What follows belongs to an exercise in optimizing a design on an open flow for small area and a short achievable clock period; a production flow would make more cautious choices.
No activity file was given, so power comes from the tool's default toggle rates.

==> job 8255: inputs <==
==> flow/design.v <==
`timescale 1ns/1ps
module act_buffer (
  input  logic                clk,
  input  logic                reset,
  input  logic                wr_req_act_flag,
  input  logic [16-1:0] wr_data_act_flag,
  input  logic                wr_req_act,
  input  logic [8-1:0]   wr_data_act,
  input  logic [4-1:0]   row_index,
  input  logic [16-1:0] col_sel,
  output logic [16-1:0] first_flags,
  output logic [16-1:0] next_flags,
  output logic [8-1:0]   rd_data
);
  logic [16-1:0] flag_mem [16];
  logic [8-1:0]   act_mem  [16 * 16];
  logic [4-1:0]      wr_addr_act_flag;
  logic [8-1:0] wr_addr_act;
  always_ff @(posedge clk or negedge reset) begin
    if (!reset) begin
      wr_addr_act_flag <= '0;
    end else if (wr_req_act_flag) begin
      wr_addr_act_flag <= wr_addr_act_flag + 1'b1;
    end
  end
  always_ff @(posedge clk) begin
    if (wr_req_act_flag) begin
      flag_mem[wr_addr_act_flag] <= wr_data_act_flag;
    end
  end
  always_ff @(posedge clk or negedge reset) begin
    if (!reset) begin
      wr_addr_act <= '0;
    end else if (wr_req_act) begin
      wr_addr_act <= wr_addr_act + 1'b1;
    end
  end
  always_ff @(posedge clk) begin
    if (wr_req_act) begin
      act_mem[wr_addr_act] <= wr_data_act;
    end
  end
  always_comb begin
    if (wr_req_act_flag && (wr_addr_act_flag == '0)) begin
      first_flags = wr_data_act_flag;
    end else begin
      first_flags = flag_mem[0];
    end
  end
  always_ff @(posedge clk) begin
    next_flags <= flag_mem[row_index + 1'b1];
  end
  logic [16-1:0] row_sel;
  always_comb begin
    for (int i = 0; i < 16; i++) begin
      row_sel[i] = (row_index == 4'(i));
    end
  end
  always_comb begin
    logic [8-1:0] row_word;
    rd_data = '0;
    for (int i = 0; i < 16; i++) begin
      row_word = '0;
      for (int c = 0; c < 16; c++) begin
        row_word = row_word | ({8{col_sel[c]}} & act_mem[i*16 + c]);
      end
      rd_data = rd_data | ({8{row_sel[i]}} & row_word);
    end
  end
endmodule
`timescale 1ns/1ps
module flag_scanner (
  input  logic [16-1:0] flags,
  output logic [16-1:0] lowest
);
  always_comb begin
    logic seen;
    seen = 1'b0;
    for (int i = 0; i < 16; i++) begin
      lowest[i] = flags[i] & ~seen;
      seen = seen | flags[i];
    end
  end
endmodule
`timescale 1ns/1ps
module row_sequencer (
  input  logic                clk,
  input  logic                reset,
  input  logic                start,
  input  logic                wait_state,
  input  logic [16-1:0] first_flags,
  input  logic [16-1:0] next_flags,
  input  logic [8-1:0]   rd_data,
  output logic [16-1:0] col_sel,
  output logic                en,
  output logic [1:0]          state,
  output logic [4-1:0]   row_index,
  output logic [4-1:0]   act_index,
  output logic [8-1:0]   serial_out,
  output logic [5-1:0]   row_val_num,
  output logic                zero_flag,
  output logic                row_cal_done
);
  localparam logic [1:0] PREP = 2'd0;
  localparam logic [1:0] TRAN = 2'd1;
  localparam logic [1:0] WAIT = 2'd2;
  localparam logic [1:0] COMP = 2'd3;
  function automatic logic [5-1:0] count_ones(input logic [16-1:0] flags);
    logic [5-1:0] total;
    total = '0;
    for (int i = 0; i < 16; i++) begin
      total = total + 5'(flags[i]);
    end
    count_ones = total;
  endfunction
  function automatic logic [4-1:0] encode(input logic [16-1:0] onehot);
    logic [4-1:0] idx;
    idx = '0;
    for (int i = 0; i < 16; i++) begin
      if (onehot[i]) idx = idx | 4'(i);
    end
    encode = idx;
  endfunction
  logic [16-1:0] remain;
  logic [16-1:0] remain_drop;
  logic [16-1:0] remain_next;
  logic [16-1:0] lowest_next;
  logic                last_left;
  assign remain_drop = remain & ~col_sel;
  assign last_left   = (remain_drop == '0);
  always_ff @(posedge clk or negedge reset) begin
    if (!reset) begin
      en <= 1'b0;
    end else begin
      en <= start;
    end
  end
  always_ff @(posedge clk or negedge reset) begin
    if (!reset) begin
      state        <= PREP;
      row_index    <= '0;
      row_cal_done <= 1'b0;
      row_val_num  <= '0;
      zero_flag    <= 1'b1;
    end else begin
      case (state)
        PREP: begin
          if (en) state <= TRAN;
        end
        TRAN: begin
          state        <= wait_state ? WAIT : COMP;
          row_cal_done <= !wait_state && last_left;
          row_val_num  <= count_ones(remain);
          zero_flag    <= (remain == '0);
        end
        WAIT: begin
          state        <= wait_state ? WAIT : COMP;
          row_cal_done <= !wait_state && (remain == '0);
        end
        default: begin
          if (row_cal_done) begin
            state        <= (row_index == 4'(16 - 1)) ? PREP : TRAN;
            row_index    <= row_index + 1'b1;
            row_cal_done <= 1'b0;
          end else begin
            row_cal_done <= last_left;
          end
        end
      endcase
    end
  end
  always_comb begin
    case (state)
      PREP:    remain_next = first_flags;
      WAIT:    remain_next = remain;
      TRAN:    remain_next = remain_drop;
      default: remain_next = row_cal_done ? next_flags : remain_drop;
    endcase
  end
  flag_scanner i_flag_scanner (
    .flags  (remain_next),
    .lowest (lowest_next)
  );
  always_ff @(posedge clk) begin
    remain  <= remain_next;
    col_sel <= lowest_next;
  end
  always_ff @(posedge clk) begin
    if (state[0]) begin
      act_index  <= encode(col_sel);
      serial_out <= rd_data;
    end
  end
endmodule
`timescale 1ns/1ps
module weight_buffer (
  input  logic                            clk,
  input  logic                            reset,
  input  logic                            wr_req_wei,
  input  logic [8-1:0]               wr_data_wei,
  output logic [8*9-1:0]  parallel_out
);
  logic                   wr_req_q;
  logic [8-1:0]      wr_data_q;
  logic [4-1:0] wr_addr_wei;
  always_ff @(posedge clk or negedge reset) begin
    if (!reset) begin
      wr_req_q <= 1'b0;
    end else begin
      wr_req_q <= wr_req_wei;
    end
  end
  always_ff @(posedge clk) begin
    wr_data_q <= wr_data_wei;
  end
  always_ff @(posedge clk or negedge reset) begin
    if (!reset) begin
      wr_addr_wei <= '0;
    end else if (wr_req_q) begin
      if (wr_addr_wei == 4'(9 - 1)) begin
        wr_addr_wei <= '0;
      end else begin
        wr_addr_wei <= wr_addr_wei + 1'b1;
      end
    end
  end
  always_ff @(posedge clk or negedge reset) begin
    if (!reset) begin
      parallel_out <= '0;
    end else if (wr_req_q) begin
      for (int i = 0; i < 9; i++) begin
        if (wr_addr_wei == 4'(i)) begin
          parallel_out[i*8 +: 8] <= wr_data_q;
        end
      end
    end
  end
endmodule
`timescale 1ns/1ps
module sparse_row_top (
  input  logic                            clk,
  input  logic                            reset,
  input  logic                            wr_req_act_flag,
  input  logic [16-1:0]                      wr_data_act_flag,
  input  logic                            wr_req_act,
  input  logic [8-1:0]               wr_data_act,
  input  logic                            wr_req_wei,
  input  logic [8-1:0]               wr_data_wei,
  input  logic                            start,
  input  logic                            wait_state,
  output logic                            en,
  output logic [1:0]                      state,
  output logic [4-1:0]               row_index,
  output logic [4-1:0]               act_index,
  output logic [8-1:0]               serial_out,
  output logic [5-1:0]               row_val_num,
  output logic                            zero_flag,
  output logic                            row_cal_done,
  output logic [8*9-1:0]  parallel_out
);
  logic [16-1:0] first_flags;
  logic [16-1:0] next_flags;
  logic [16-1:0] col_sel;
  logic [8-1:0]   rd_data;
  act_buffer i_act_buffer (
    .clk              (clk),
    .reset            (reset),
    .wr_req_act_flag  (wr_req_act_flag),
    .wr_data_act_flag (wr_data_act_flag),
    .wr_req_act       (wr_req_act),
    .wr_data_act      (wr_data_act),
    .row_index        (row_index),
    .col_sel          (col_sel),
    .first_flags      (first_flags),
    .next_flags       (next_flags),
    .rd_data          (rd_data)
  );
  row_sequencer i_row_sequencer (
    .clk          (clk),
    .reset        (reset),
    .start        (start),
    .wait_state   (wait_state),
    .first_flags  (first_flags),
    .next_flags   (next_flags),
    .rd_data      (rd_data),
    .col_sel      (col_sel),
    .en           (en),
    .state        (state),
    .row_index    (row_index),
    .act_index    (act_index),
    .serial_out   (serial_out),
    .row_val_num  (row_val_num),
    .zero_flag    (zero_flag),
    .row_cal_done (row_cal_done)
  );
  weight_buffer i_weight_buffer (
    .clk          (clk),
    .reset        (reset),
    .wr_req_wei   (wr_req_wei),
    .wr_data_wei  (wr_data_wei),
    .parallel_out (parallel_out)
  );
endmodule
==> flow/run.sh <==
#!/bin/bash
# synth_recipe.tcl (not shown) runs the flow's synth.tcl, then flattens the netlist and writes it again
# the make line also repeats each setting of config.mk as NAME=value (left out here)
make -C /OpenROAD-flow-scripts/flow DESIGN_CONFIG=/design/flow/config.mk WORK_HOME=/design/flow/orfs CLKGATE_MAP_FILE= SYNTH_SCRIPT=/design/flow/synth_recipe.tcl finish
==> flow/config.mk <==
export PLATFORM = sky130hd
export DESIGN_NAME = sparse_row_top
export DESIGN_NICKNAME = sparse_row_top
export VERILOG_FILES = /design/flow/design.v
export SDC_FILE = /design/flow/constraint.sdc
export NUM_CORES = 4
export LEC_CHECK = 0
export CAP_MARGIN = 20
export CORE_MARGIN = 2
export CORE_UTILIZATION = 40
export SETUP_SLACK_MARGIN = 4.4
export SLEW_MARGIN = 20
==> flow/constraint.sdc <==
create_clock -name core_clock -period 7.5 [get_ports {clk}]
set_input_delay 1.5000 -clock core_clock [delete_from_list [all_inputs] [get_ports {clk}]]
set_output_delay 1.5000 -clock core_clock [all_outputs]
set_load 0.01 [all_outputs]
==> inputs of job 331, as changes to job 8255 <==
--- a/flow/design.v
+++ b/flow/design.v
@@ -18,2 +18,3 @@
   logic [8-1:0] wr_addr_act;
+  logic flag_addr_zero;
   always_ff @(posedge clk or negedge reset) begin
@@ -21,4 +22,6 @@
       wr_addr_act_flag <= '0;
+      flag_addr_zero   <= 1'b1;
     end else if (wr_req_act_flag) begin
       wr_addr_act_flag <= wr_addr_act_flag + 1'b1;
+      flag_addr_zero   <= (wr_addr_act_flag == 4'(16 - 1));
     end
@@ -43,3 +46,3 @@
   always_comb begin
-    if (wr_req_act_flag && (wr_addr_act_flag == '0)) begin
+    if (wr_req_act_flag && flag_addr_zero) begin
       first_flags = wr_data_act_flag;
@@ -49,5 +52,2 @@
   end
-  always_ff @(posedge clk) begin
-    next_flags <= flag_mem[row_index + 1'b1];
-  end
   logic [16-1:0] row_sel;
@@ -58,2 +58,10 @@
   end
+  always_ff @(posedge clk) begin
+    logic [16-1:0] word;
+    word = '0;
+    for (int i = 0; i < 16; i++) begin
+      word = word | ({16{row_sel[(i + 16 - 1) % 16]}} & flag_mem[i]);
+    end
+    next_flags <= word;
+  end
   always_comb begin
@@ -107,9 +115,8 @@
   localparam logic [1:0] COMP = 2'd3;
-  function automatic logic [5-1:0] count_ones(input logic [16-1:0] flags);
-    logic [5-1:0] total;
-    total = '0;
-    for (int i = 0; i < 16; i++) begin
-      total = total + 5'(flags[i]);
+  function automatic logic [11:0] nibble_counts(input logic [16-1:0] flags);
+    logic [11:0] counts;
+    for (int i = 0; i < 4; i++) begin
+      counts[3*i +: 3] = 3'(flags[4*i]) + 3'(flags[4*i+1]) + 3'(flags[4*i+2]) + 3'(flags[4*i+3]);
     end
-    count_ones = total;
+    nibble_counts = counts;
   endfunction
@@ -128,2 +135,4 @@
   logic                last_left;
+  logic                step;
+  logic [11:0]         row_counts;
   assign remain_drop = remain & ~col_sel;
@@ -151,4 +160,5 @@
           state        <= wait_state ? WAIT : COMP;
-          row_cal_done <= !wait_state && last_left;
-          row_val_num  <= count_ones(remain);
+          row_cal_done <= step && last_left;
+          row_val_num  <= (5'(row_counts[2:0]) + 5'(row_counts[5:3]))
+                        + (5'(row_counts[8:6]) + 5'(row_counts[11:9]));
           zero_flag    <= (remain == '0);
@@ -157,3 +167,3 @@
           state        <= wait_state ? WAIT : COMP;
-          row_cal_done <= !wait_state && (remain == '0);
+          row_cal_done <= step && last_left;
         end
@@ -171,9 +181,13 @@
   end
+  assign step = (state == COMP) ? !row_cal_done : (state != PREP) && !wait_state;
   always_comb begin
-    case (state)
-      PREP:    remain_next = first_flags;
-      WAIT:    remain_next = remain;
-      TRAN:    remain_next = remain_drop;
-      default: remain_next = row_cal_done ? next_flags : remain_drop;
-    endcase
+    if (state == PREP) begin
+      remain_next = first_flags;
+    end else if (state == COMP && row_cal_done) begin
+      remain_next = next_flags;
+    end else if (step) begin
+      remain_next = remain_drop;
+    end else begin
+      remain_next = remain;
+    end
   end
@@ -188,7 +202,10 @@
   always_ff @(posedge clk) begin
-    if (state[0]) begin
-      act_index  <= encode(col_sel);
-      serial_out <= rd_data;
+    if (state == PREP || row_cal_done) begin
+      row_counts <= nibble_counts(remain_next);
     end
   end
+  always_ff @(posedge clk) begin
+    act_index  <= encode(col_sel);
+    serial_out <= rd_data;
+  end
 endmodule
Settings changed: CORE_UTILIZATION 40 to 60, CTS_CLUSTER_DIAMETER from default to 120, CTS_CLUSTER_SIZE from default to 24.
==> qor summary <==
Run status: job 331 no timing/DRC/antenna violations; job 8255 no timing/DRC/antenna violations
Power density over the cells: job 331 290 nW/um^2; job 8255 353 nW/um^2
Wire length per cell: job 331 39.4 microns; job 8255 33.7 microns
Share of the cycle needed by the critical path after routing: job 331 0.429; job 8255 0.509
Compound-cell area share of the yosys netlist: job 331 0.117; job 8255 0.109
Final weighted congestion in routability-driven placement: job 331 0.899; job 8255 0.922
Net switching power figure: job 331 8.50 mW; job 8255 11.5 mW
Hold Path End: job 331 i_act_buffer.next_flags[1]; job 8255 i_weight_buffer.parallel_out[4]
Flip-flop and latch area: job 331 73600 sq um; job 8255 73300 sq um
Number of buffers added by the clock tree synthesis step: job 331 113; job 8255 232
Wire length of the first global-routing pass: job 331 395000 microns; job 8255 395000 microns
Max-slew headroom: job 331 0.155; job 8255 0.239
Non-clock buffer area fraction after layout: job 331 0.0346; job 8255 0.0271
Final critical delay including setup and external delays: job 331 3.22 ns; job 8255 3.81 ns
Resized Gates After CTS: job 331 297; job 8255 420
Post-Synth Simple-Gate Area: job 331 0.0399; job 8255 0.0361
Startpoint of the worst-slack reg-to-reg timing path: job 331 i_row_sequencer.col_sel[13]; job 8255 i_row_sequencer.remain[1]
Syn nets: job 331 5181; job 8255 5018
Fraction of layout cells with a size suffix above 1: job 331 0.153; job 8255 0.196
DPL Wire Length: job 331 161000 microns; job 8255 168000 microns
Cell with the biggest individual delay on the critical path: job 331 sky130_fd_sc_hd__or3_1; job 8255 sky130_fd_sc_hd__fa_1
Combinational gate power: job 331 5.79 mW; job 8255 8.71 mW
Post-Syn Area per Cell: job 331 17.9 sq um; job 8255 18.5 sq um
End point of the critical path: job 331 i_row_sequencer.serial_out[3]; job 8255 i_row_sequencer.row_val_num[1]
Data required time of the worst path: job 331 8.12 ns; job 8255 8.28 ns
Setup slack, reg-to-reg: job 331 4.28 ns; job 8255 3.69 ns
Clock buffers and inverters, area share: job 331 0.0319; job 8255 0.0752
No functional check of the RTL was part of any run of this note.

==> afterwards: timing with drivers on the ports <==
The flow's constraints put no driver on any port. The routed layouts listed below were extracted and timed again, unchanged, in two steps. Step 1 assumes that a clkbuf_16 drives the clock port and a buf_2 every other input. Step 2 moves the port delays by t, midway between the first and last clock arrival at a register: inputs arrive t later, outputs are due t later. That takes back most of the time a late clock gives input paths. Three values: ideal ports, drivers, drivers and shift; two values: the first two.
run | t (ns) | setup slack, ns | slew at the worst register clock pin (ns) | worst data-port slew with drivers (ns) | pins driven straight from the clock port
job 8255 | 0.983 | 3.686 / 3.686 / 3.589 | 0.07 / 0.07 | 0.11 | 1
job 331 | 0.865 | 4.284 / 4.284 / 3.558 | 0.10 / 0.10 | 0.08 | 1
After both steps setup and hold are still met in every run listed. For job 331, which loses most, drivers alone change the setup slack by 0.000 ns; drivers and shift together by -0.726 ns.
